Context: an optimization exercise on an open-source flow, tuned for small area, a short achievable clock period and few clock cycles per item. The choices shown serve that exercise and are no tape-out recipe.
No functional check of the RTL was part of any run shown here.
Power and IR drop assume default switching activity.

$ cat design/flow/design.v
package tea_pkg;
    typedef logic [31:0] word_t;
    localparam word_t tea_delta = 32'h9e3779b9;
    function automatic logic [1023:0] sum_table();
        logic [1023:0] t;
        word_t s;
        s = '0;
        for (int j = 0; j < 32; j++) begin
            s = s + tea_delta;
            t[j*32 +: 32] = s;
        end
        sum_table = t;
    endfunction
    localparam logic [1023:0] sum_tab = sum_table();
endpackage
`timescale 1ns/1ps
module crypt_machine #(
    parameter int data_in_w = 32,
    parameter int rounds    = 32
) (
    input  logic                  clk,
    input  logic                  resetn,
    input  logic [data_in_w-1:0]  data_in,
    input  logic                  go,
    input  logic                  decrypt,
    output logic                  done,
    output tea_pkg::word_t        display
);
    typedef enum logic [2:0] {
        st_load,       
        st_load_rel,   
        st_wait_op,    
        st_run,        
        st_wait_dec,   
        st_wait_clr,   
        st_clr_rel     
    } state_t;
    state_t          state;
    logic [2:0]      widx;
    logic            dec;
    logic [6:0]      t;
    tea_pkg::word_t  p, q, k0, k1, k2, k3;
    logic start_enc, start_dec;
    assign start_enc = (state == st_wait_op) && go;
    assign start_dec = ((state == st_wait_op) && !go && decrypt) ||
                       ((state == st_wait_dec) && decrypt);
    logic running, step, last, masked;
    assign running = (state == st_run) && !done;
    assign last    = dec ? t[6] : (t[5:0] == 6'd63);
    assign masked  = !running || t[6];
    logic           ksel;
    tea_pkg::word_t ka, kb, s, f, addend, nw;
    logic [4:0]     sidx;
    assign ksel = t[0] ^ dec;
    assign ka   = ksel ? k2 : k0;
    assign kb   = ksel ? k3 : k1;
    assign sidx = t[5:1] ^ {5{dec}};
    assign s    = tea_pkg::sum_tab[sidx*32 +: 32];
    assign f    = ((q << 4) + ka) ^ (q + s) ^ ((q >> 5) + kb);
    assign addend = masked ? '0 : (dec ? ~f : f);
    assign nw   = p + addend + {31'd0, !masked && dec};
    logic load_q, load_p;
    assign load_q = (state == st_load) && (widx <= 3'd1);
    assign load_p = (state == st_load_rel) && (widx == 3'd0);
    always_ff @(posedge clk) begin
        if (load_q || running || start_dec) begin
            q <= load_q ? data_in : nw;
        end
        if (load_p || running || start_dec) begin
            p <= q;
        end
        if (state == st_load) begin
            case (widx)
                3'd2: k0 <= data_in;
                3'd3: k1 <= data_in;
                3'd4: k2 <= data_in;
                3'd5: k3 <= data_in;
                default: ;
            endcase
        end
    end
    always_ff @(posedge clk) begin
        if (!resetn) begin
            state <= st_load;
            widx  <= '0;
            done  <= 1'b0;
        end else begin
            done <= running && last;
            case (state)
                st_load:     if (go) state <= st_load_rel;
                st_load_rel: if (!go) begin
                                 if (widx == 3'd5) begin
                                     state <= st_wait_op;
                                 end else begin
                                     state <= st_load;
                                 end
                                 widx <= widx + 3'd1;
                             end
                st_wait_op:  if (go || decrypt) state <= st_run;
                st_run:      if (done) state <= dec ? st_wait_clr : st_wait_dec;
                st_wait_dec: if (decrypt) state <= st_run;
                             else if (go) state <= st_clr_rel;
                st_wait_clr: if (go) state <= st_clr_rel;
                st_clr_rel:  if (!go) begin
                                 state <= st_load;
                                 widx  <= '0;
                             end
                default:     state <= st_load;
            endcase
        end
    end
    always_ff @(posedge clk) begin
        if (start_enc || start_dec) begin
            t   <= '0;
            dec <= start_dec;
        end else if (running) begin
            t <= t + 7'd1;
        end
    end
    always_ff @(posedge clk) begin
        if (!resetn || (state == st_clr_rel)) begin
            display <= '0;
        end else if (running && last) begin
            display <= {nw[15:0], q[15:0]};
        end
    end
endmodule
$ cat design/flow/run.sh
#!/bin/bash
# synth_recipe.tcl (not shown) runs the flow's synth.tcl, then flattens the netlist and writes it again
# the make line also repeats each setting of config.mk as NAME=value (left out here)
make -C /OpenROAD-flow-scripts/flow DESIGN_CONFIG=/design/flow/config.mk WORK_HOME=/design/flow/orfs CLKGATE_MAP_FILE= SYNTH_SCRIPT=/design/flow/synth_recipe.tcl finish
$ cat design/flow/config.mk
export PLATFORM = sky130hd
export DESIGN_NAME = crypt_machine
export DESIGN_NICKNAME = crypt_machine
export VERILOG_FILES = /design/flow/design.v
export SDC_FILE = /design/flow/constraint.sdc
export NUM_CORES = 4
export LEC_CHECK = 0
export CAP_MARGIN = 20
export CORE_MARGIN = 2
export CORE_UTILIZATION = 40
export SETUP_SLACK_MARGIN = 5
export SLEW_MARGIN = 20
$ cat design/flow/constraint.sdc
create_clock -name core_clock -period 12.0 [get_ports {clk}]
set_input_delay 2.4000 -clock core_clock [delete_from_list [all_inputs] [get_ports {clk}]]
set_output_delay 2.4000 -clock core_clock [all_outputs]
set_load 0.01 [all_outputs]
==> results of run 1 <==
[metrics by stage]
| stage | hold slack [ps] | util | std cells |
|---|---|---|---|
| floorplan | 464 | - | 1876 |
| global placement | 444 | 0.435 | 2426 |
| detailed placement | 448 | 0.435 | 2426 |
| CTS | 456 | 0.464 | 2494 |
| global route | 478 | 0.475 | 2509 |
| finish | 453 | 0.475 | 2509 |
[registers in the layout, summed over array words and instances (netlist names)]
| register | cells |
|---|---|
| widx | 3 |
| t | 7 |
| p | 32 |
| k0 | 32 |
| q | 32 |
| dec | 1 |
| display | 32 |
| k3 | 32 |
| state | 3 |
| k2 | 32 |
| done | 1 |
| k1 | 32 |
[worst min-delay path, stage by stage, from the launching register on]
cell                      delay [ps]
sky130_fd_sc_hd__dfxtp_1         310
sky130_fd_sc_hd__nand2_1          50
sky130_fd_sc_hd__a21oi_1          50
[cells by family (layout without fill, tap and decap cells)]
family,after synthesis,in the layout,synth area share
compound gates,509,509,0.190
xor+xnor,198,200,0.107
fa+ha+maj,139,139,0.105
buf+inv,114,206,0.0262
flops,239,239,0.395
mux,15,15,0.00898
simple gates,662,662,0.168
[how the worst min path moves through the flow]
| stage | endpoint | cells past startpoint |
|---|---|---|
| 2_1_floorplan | p[28]$_DFFE_PP_ | 0 |
| 3_3_place_gp | display[14]$_SDFFE_PP0P_ | 2 |
| 3_5_place_dp | display[28]$_SDFFE_PP0P_ | 2 |
| 4_1_cts | display[28]$_SDFFE_PP0P_ | 2 |
| 5_1_grt | display[24]$_SDFFE_PP0P_ | 2 |
| 6_report | display[13]$_SDFFE_PP0P_ | 2 |
[what timing repair did]
action | 4_1_cts | 5_1_grt
setup buffers | 13 | 14
gates resized for setup | 21 | 76
setup endpoints to repair | 23 | 11
pin swaps | 1 | 18
cloned | 3 | 1
[where the power goes]
part           internal (mW)  switching, mW  leakage (nW)  total [mW]
clock network          0.533          0.363         0.487       0.896
registers              0.982          0.103          2.15        1.08
logic                  0.856           1.06          5.14        1.91
[layout by cell type (no fill, tap or decap), types with 7 or more instances in the layout]
| cell | n |
|---|---|
| sky130_fd_sc_hd__a211oi_1 | 15 |
| sky130_fd_sc_hd__a21o_1 | 62 |
| sky130_fd_sc_hd__a21oi_1 | 161 |
| sky130_fd_sc_hd__a21oi_2 | 16 |
| sky130_fd_sc_hd__a31oi_1 | 18 |
| sky130_fd_sc_hd__and2_1 | 13 |
| sky130_fd_sc_hd__and3_1 | 13 |
| sky130_fd_sc_hd__buf_4 | 38 |
| sky130_fd_sc_hd__clkbuf_16 | 31 |
| sky130_fd_sc_hd__clkdlybuf4s50_1 | 68 |
| sky130_fd_sc_hd__clkinv_2 | 8 |
| sky130_fd_sc_hd__dfxtp_1 | 42 |
| sky130_fd_sc_hd__edfxtp_1 | 193 |
| sky130_fd_sc_hd__ha_1 | 122 |
| sky130_fd_sc_hd__ha_2 | 8 |
| sky130_fd_sc_hd__inv_1 | 36 |
| sky130_fd_sc_hd__mux2i_1 | 13 |
| sky130_fd_sc_hd__nand2_1 | 378 |
| sky130_fd_sc_hd__nand2b_1 | 12 |
| sky130_fd_sc_hd__nand3_1 | 32 |
| sky130_fd_sc_hd__nand4_1 | 13 |
| sky130_fd_sc_hd__nor2_1 | 111 |
| sky130_fd_sc_hd__nor2b_1 | 17 |
| sky130_fd_sc_hd__nor3_1 | 29 |
| sky130_fd_sc_hd__nor3b_1 | 7 |
| sky130_fd_sc_hd__o211ai_1 | 15 |
| sky130_fd_sc_hd__o21a_1 | 21 |
| sky130_fd_sc_hd__o21ai_0 | 77 |
| sky130_fd_sc_hd__o21ai_1 | 10 |
| sky130_fd_sc_hd__o21bai_1 | 15 |
| sky130_fd_sc_hd__o31ai_1 | 9 |
| sky130_fd_sc_hd__or2_2 | 7 |
| sky130_fd_sc_hd__or3_1 | 8 |
| sky130_fd_sc_hd__xnor2_1 | 151 |
| sky130_fd_sc_hd__xor2_1 | 36 |
[layout make-up]
type	instances	share of cell area
clock buffers	33	0.0393
well taps	539	0.0339
multi-input cells	1525	0.515
flip-flops and latches	239	0.338
inverters	40	0.00798
repair buffers	114	0.0566
clock inverters	19	0.00987
[metal layers]
metal	share of wire	routed length, um	up-vias	track usage
li1	-	-	6920	-
met1	0.47	25100	6835	0.352
met2	0.45	23900	412	0.375
met3	0.061	3270	77	0.0274
met4	0.022	1190	0	0.0558
met5	0	0	-	0
==> run summary, run 1 <==
- The floorplan step defined a die boundary enclosing 0.0441 mm^2.
- Routed wirelength normalized by instance count: 21.3 um
- The worst setup path is captured at a register.
- The number of max-slew violations in the final report is 0.
- Nets: 2123
- Setup slack, reg-to-reg: 5290 ps
* Proportion of synthesized chip area in sequential cells: 0.395
* Half-perimeter wire length of the detailed placement result: 38.4 mm
- Area share of the leading cell type in the synthesized netlist: 0.341
- Number of filler cells placed in the layout: 3887
- The count of nets left with antenna violations once routing finished came out at 0.
* Synthesized instance count: 1876
- Antenna Cells: 0
- Counting flops with an async set or reset pin after synthesis yields a share of 0.
- From bottom edge to top edge, the die measures 210 um.
- Counting the buffers created by CTS gives 28.
- Number of vias per cell after detailed routing: 5.68
- In this run the core area contains 75 standard-cell rows.
* Count of TritonRoute iterations in the first routing pass: 5
- The floorplan step set the die width to 210 um.
- Wires add up to 53.5 mm.
- Outcome: timing/DRC/antenna clean
* Cell area after layout: 0.0199 mm^2
- Global placer's final weighted congestion: 0.966
- Hold repair after CTS inserted 0 buffers.
- During placement, the flow inserted port buffers numbering 68.
* Headroom to the max-slew limit: 0.269
- Library cell with the highest instance count after synthesis: sky130_fd_sc_hd__nand2_1
* Main synth FF type: sky130_fd_sc_hd__edfxtp_1
* Bufs on Longest Clock Path: 3
- Worst Setup SP: dec$_DFFE_PP_
- Pwr dens: 196 mW/mm^2
- For this run, the top clock speed supported by timing is 149 MHz.
- The slowest stage of the critical path is the sky130_fd_sc_hd__edfxtp_1 cell.
* Clock transition at path regs: 60 ps
* Worst Path Max Fanout: 16
- The first global-routing pass estimated 81.0 mm of wire.
- Worst setup endpoint: q[30]$_DFFE_PP_
- Critical path's largest stage delay: 430 ps
* Total congestion overflow: 0
- Worst-margin pin slew: 1100 ps
- The tree is rooted in a sky130_fd_sc_hd__clkbuf_16.
* MaxCap Viol Count: 0
- Final worst setup slack: 5290 ps
* TritonCTS clock tree: built
- Final setup violation count: 0
- Synthesis-to-layout area growth: 17.1%
- For this run, the number of Yosys warnings is 1.
- Counting every net in the synthesized netlist gives 2051.
* Worst IR drop on VDD: 0.116 mV
- CP arrival: 7020 ps
- For the worst setup path, the data required time is 12310 ps.
- Among cell families on the critical path, the largest total delay comes from compound AO/OA/AOI/OAI gates.
* Nature of the critical path startpoint: register
- Leading area contributor after synthesis: sky130_fd_sc_hd__edfxtp_1
- Each instance of the synthesized netlist takes up on average 9.06 um^2.
* H-tree levels: 1
- Remaining routing DRC violations: 0
* Worst-Skew Late Latency: 570 ps
* Post-layout minimum cycle time: 6710 ps
- Number of flops mapped to enable cells by yosys: 193
- Vias after detailed routing: 14244
- The commonest cells after synthesis are 378 x sky130_fd_sc_hd__nand2_1, 193 x sky130_fd_sc_hd__edfxtp_1, 177 x sky130_fd_sc_hd__a21oi_1.
- Setup repair after global routing could not meet its margin everywhere.
- Length in cells of the worst reg-to-reg path: 29
* Worst slack at placement: 3660 ps
* R2R Path Start: dec$_DFFE_PP_
- The number of failing hold endpoints at the final stage came to 0.
- The core region is 0.0419 mm^2.
* R2r endpoint: q[30]$_DFFE_PP_
* Critical path start-end classification: reg -> reg
- Worst hold path startpoint: display[13]$_SDFFE_PP0P_
* Placement-stage cell area: 0.0182 mm^2
- The number of antenna violations at the first check in global routing came to 2.
- Initial core utilization: 0.405
* Mapped Area: 0.0170 mm^2
- Total I/O pin count: 69
- The worst hold path belongs to the class reg -> reg.
- Counting buffers and inverters, the worst setup path is 29 cells deep.
- In the finished design, the share of the clock period the worst path needs comes to 0.559.
* Via count of the first global-routing pass: 13507
- In the final layout, the multi-input gates occupy 0.0102 mm^2.
- Buffer and inverter count on the worst path: 4
- Counting distinct cell types in the post-synthesis netlist gives 74.
* Number of storage elements in the synthesis netlist: 239
- Of the cells placed in the final design, the portion with a size suffix greater than 1 is 0.0949.
- Total power after layout: 3.89 mW
* Cell types occupying the most area after synthesis: sky130_fd_sc_hd__edfxtp_1 34%, sky130_fd_sc_hd__ha_1 9.9%, sky130_fd_sc_hd__nand2_1 8.3%
- For this design the static power due to leakage is 7.79 nW.
* Number of design-rule violations left by the first detailed-router iteration: 1261
- GR Util All Layers: 0.238
- Between clock sinks in the finished design, the worst skew comes to 17.0 ps.
* Sequential cell area: 0.00672 mm^2
- The clock drives 239 sinks.
- Entering global routing, the biggest net connects 41 pins.
* Total negative slack for setup checks: 0 ps
==> run 2, diff against run 1 <==
==> design/flow/flow/run.sh (new file) <==
#!/bin/bash
set -euo pipefail
export SETUP_SLACK_MARGIN=8.5
bash standard.sh > standard.log 2>&1
==> design/flow/standard.sh (new file) <==
#!/bin/bash
# synth_recipe.tcl (not shown) runs the flow's synth.tcl, then flattens the netlist and writes it again
# the make line also repeats each setting of config.mk as NAME=value (left out here)
make -C /OpenROAD-flow-scripts/flow DESIGN_CONFIG=/design/flow/config.mk WORK_HOME=/design/flow/orfs CLKGATE_MAP_FILE= SYNTH_SCRIPT=/design/flow/synth_recipe.tcl "${@:-finish}"
--- a/design/flow/config.mk
+++ b/design/flow/config.mk
@@ -10,3 +10,2 @@
 export CORE_UTILIZATION = 40
-export SETUP_SLACK_MARGIN = 5
 export SLEW_MARGIN = 20
removed: design/flow/run.sh
==> run 2 against run 1 <==
  * Synthesized cell count stayed put
  * Final area rose by 12%
  * Power up 9.3%
  * Largest cell class unchanged
  * Routed wire length rose by 8.4%
==> run summary, run 2 <==
* Outcome: timing/DRC/antenna clean
* Vias after detailed routing: 15139 (+6.3%)
- The overall global routing resource usage was 0.251 (+0.0124).
- Routed wire length: 58.0 mm (+8.4%)
- The count of antenna-violating nets left after detailed routing is 0 (unchanged).
- Max-slew violations: 0 (unchanged)
- Number of antenna violations at the first check in global routing: 0 (-2)
* Global placer's final weighted congestion: 1.01 (+4.0%)
- The initial core utilization is 0.405 (unchanged).
- In this design, the largest share of critical-path delay is due to compound AO/OA/AOI/OAI gates.
* Die outline width: 210 um (unchanged)
- The area growth from synthesis to layout is 30.7%.
- Synthesized instance count: 1876 (unchanged)
- Final setup violation count: 0 (unchanged)
* Worst Setup SP: dec$_DFFE_PP_
- The number of cells on the critical path was 31 (+6.9%).
- Count of TritonRoute iterations in the first routing pass: 6 (+1)
- The worst setup path is captured at a register.
- The final setup skew is 17.0 ps (-0.0307 ps).
- The total number of H-tree levels came to 1 (unchanged).
- The reported leakage power was 8.80 nW (+13%).
- Synthesized-area fraction occupied by ao, oa, aoi and oai cells: 0.190 (unchanged)
- The adder-cell share of the synthesized area was 0.105 (unchanged).
* Clock Sinks: 239 (unchanged)
- The worst reg-to-reg path cell count was 31 (+6.9%).
- Total power after layout: 4.26 mW (+9.3%)
- Worst-margin pin slew: 1120 ps (+23.8 ps)
* Routed wirelength normalized by instance count: 22.1 um (+3.7%)
- Worst IR drop on VDD: 0.118 mV (+1.7%)
- Bufs on Longest Clock Path: 3 (unchanged)
* Multiplexer share of the synthesized area: 0.00898 (unchanged)
- The endpoint identified for the worst register-to-register timing path is q[30]$_DFFE_PP_.
- Remaining routing DRC violations: 0 (unchanged)
- Cell with the biggest individual delay on the critical path: sky130_fd_sc_hd__edfxtp_1
- Clock transition at path regs: 70 ps (about the same)
- The setup slack of the most critical reg-to-reg path is 5620 ps (+330 ps).
- sky130_fd_sc_hd__edfxtp_1 takes more of the synthesized area than any other cell.
- Total negative slack for setup checks: 0 ps (unchanged)
- The min-delay analysis places its worst path in the category reg -> reg.
- Fraction of final layout cells with drive strength greater than 1: 0.256 (+0.161)
- Cell types occupying the most area after synthesis: sky130_fd_sc_hd__edfxtp_1 34%, sky130_fd_sc_hd__ha_1 9.9%, sky130_fd_sc_hd__nand2_1 8.3%
- Main synth FF type: sky130_fd_sc_hd__edfxtp_1
- The number of failing hold endpoints at the final stage is 0 (unchanged).
- The ratio of final minimum period to clock period was 0.532 (-0.0277).
* Worst-Skew Late Latency: 560 ps (about the same)
- Setup repair after global routing missed its margin: yes
- The placed instance count was 2426 (unchanged).
* Library cell with the highest instance count after synthesis: sky130_fd_sc_hd__nand2_1
* Non-filler cells, final: 2621 (+4.5%)
- The worst setup path is of the reg -> reg kind.
- The synthesis-stage register bit count came to 239 (unchanged).
* Number of nets in the synthesized netlist: 2051 (unchanged)
- Area share of the leading cell type in the synthesized netlist: 0.341 (unchanged)
- Pwr dens: 192 mW/mm^2 (-2.1%)
* Final design utilization: 0.530 (+0.0551)
- Nature of the critical path startpoint: register
* First-pass GRT wire length: 84.8 mm (+4.7%)
- The detailed-route vias per instance came to 5.78 (+1.7%).
- Core region area: 0.0419 mm^2 (unchanged)
* Proportion of synthesized chip area in sequential cells: 0.395 (unchanged)
* Total congestion overflow: 0 (unchanged)
* Critical path's largest stage delay: 440 ps (about the same)
- Mapped Area: 0.0170 mm^2 (unchanged)
- The maximum fanout count along the critical path was 8 (-8).
* TritonCTS Buffers: 26 (-7.1%)
- Number of rows in the core area: 75 (unchanged)
* Nets: 2236 (+5.3%)
- The average cell area after synthesis came to 9.06 um^2 (unchanged).
* Most frequent standard cell in the layout excluding fill and tap cells: sky130_fd_sc_hd__nand2_1
- The post-route minimum period was 6380 ps (-332 ps).
- In this run the worst setup path terminates at q[30]$_DFFE_PP_.
- Port Buf Inserts: 68 (unchanged)
- The worst path buffer plus inverter count came to 4 (unchanged).
* Number of distinct library cell variants in the gate-level netlist after synthesis: 74 (unchanged)
* Peak clock frequency supported by timing: 157 MHz (+5.2%)
- The maximum number of pins on one net before global-route repair is 36 (-12%).
- Total I/O pin count: 69 (unchanged)
* Main combinational cell family by area after synthesis: compound AO/OA/AOI/OAI gates
- The number of enable flip-flop cells after synthesis was 193 (unchanged).
* TritonCTS clock tree: built
- CP arrival: 6670 ps (-350 ps)
* Yosys warns: 1 (unchanged)
- The placed wire-length estimate after detailed placement is 38.9 mm (+1.3%).
* Cell at the root of the clock tree: sky130_fd_sc_hd__clkbuf_16
- Number of design-rule violations left by the first detailed-router iteration: 1269 (+0.63%)
* MaxCap Viol Count: 0 (unchanged)
- Synth top cells by count: 378 x sky130_fd_sc_hd__nand2_1, 193 x sky130_fd_sc_hd__edfxtp_1, 177 x sky130_fd_sc_hd__a21oi_1
- Data required time at the worst endpoint: 12290 ps (-20 ps)
- The synthesized-area fraction occupied by and/or/nand/nor cells was 0.168 (unchanged).
- The post-synthesis share of cell area spent on xor and xnor gates came to 0.107 (unchanged).
- Counting stages on the worst path, the most repeated cell is sky130_fd_sc_hd__ha_4.
- Ys async rst share: 0 (unchanged)
* R2R Path Start: dec$_DFFE_PP_
* Commonest cells after routing, fill and taps aside: 362 x sky130_fd_sc_hd__nand2_1, 193 x sky130_fd_sc_hd__edfxtp_1, 129 x sky130_fd_sc_hd__buf_4
- Die footprint: 0.0441 mm^2 (unchanged)
* Headroom to the max-slew limit: 0.253 (-0.0159)
- The number of global-route vias before repair is 14196 (+5.1%).
- Vertical die dimension: 210 um (unchanged)
-- run 2: kinds of logic (layout without fill, tap and decap cells) --
family,count (synthesis),count (layout)
xor+xnor,198,199
buf+inv,114,318
compound gates,509,509
flops,239,239
other cells,0,1
fa+ha+maj,139,139
simple gates,662,662
mux,15,15
-- run 2: power breakdown --
| group | switching [mW] | internal (mW) | leakage, nW |
|---|---|---|---|
| combinational | 1.23 | 1.09 | 6.20 |
| sequential | 0.111 | 0.982 | 2.16 |
| clock | 0.343 | 0.497 | 0.437 |
-- run 2: worst reg2reg max path: cells and delay by family, from the launching register on --
family,cells,cell delay [ps]
compound gates,14,2840
simple gates,7,930
fa+ha+maj,3,670
buf+inv,4,640
flops,1,440
xor+xnor,2,350
mux,1,240
-- run 2: per-layer routing --
layer	vias up	track usage	wire, um
met4	0	0.0621	1280
met3	77	0.0316	3680
li1	7148	-	-
met1	7410	0.356	26100
met5	-	0	0
met2	504	0.408	26900
-- run 2: through the flow --
step / hold WS (ps) / instance area [um^2] / setup slack [ps]
after floorplan: 464 / 17300 / 5820
after global placement: 445 / 18500 / 4260
after detailed placement: 449 / 18500 / 4240
after CTS: 455 / 20800 / 5850
after global routing: 475 / 22200 / 5440
final: 452 / 22200 / 5620
-- run 2: worst min path at each step --
stage / cells after the start / startpoint / to
6_report: 2 / display[6]$_SDFFE_PP0P_ / display[6]$_SDFFE_PP0P_
5_1_grt: 2 / display[4]$_SDFFE_PP0P_ / display[4]$_SDFFE_PP0P_
4_1_cts: 2 / display[6]$_SDFFE_PP0P_ / display[6]$_SDFFE_PP0P_
3_5_place_dp: 2 / display[6]$_SDFFE_PP0P_ / display[6]$_SDFFE_PP0P_
3_3_place_gp: 2 / display[8]$_SDFFE_PP0P_ / display[8]$_SDFFE_PP0P_
2_1_floorplan: 0 / q[28]$_DFFE_PP_ / p[28]$_DFFE_PP_
-- run 2: repair_timing --
action,4_1_cts,5_1_grt
endpoints found under the setup margin,146,51
resized for setup,314,193
hold buffers,0,0
cloned,7,1
setup buffers,78,60
pin swaps,69,118
-- run 2: layout make-up --
class | instances | area, um^2
diodes | 1 | 2.50
clock inverters | 14 | 164
multi-input cells | 1524 | 11700
fillers | 3752 | 19700
well taps | 539 | 674
clock buffers | 34 | 732
flip-flops and latches | 239 | 6740
inverters | 40 | 168
repair buffers | 230 | 2080

## afterwards: timing with drivers on the ports
How much do the figures lean on ideal ports? The routed layouts below were timed once more, with nothing changed but the port constraints.
Step 1 (the two cells are an assumption about what drives the block):
set clk [get_ports {clk}]
set_driving_cell -lib_cell sky130_fd_sc_hd__clkbuf_16 $clk
set_driving_cell -lib_cell sky130_fd_sc_hd__buf_2 [delete_from_list [all_inputs] $clk]
Step 2 adds t to the input delays and takes it off the output delays; t is the mean of the earliest and latest rising clock arrival at the registers after step 1. Input paths then give back, and output paths get back, about the clock's delay inside the block.
Three values: ideal ports, drivers, drivers and shift; two values: the first two.
run | t, ns | slack for setup (ns) | pins driven straight from the clock port
run 1 | 0.613 | 5.288 / 5.288 / 5.288 | 1
run 2 | 0.603 | 5.620 / 5.620 / 5.620 | 1
After both steps every run listed still meets setup and hold.
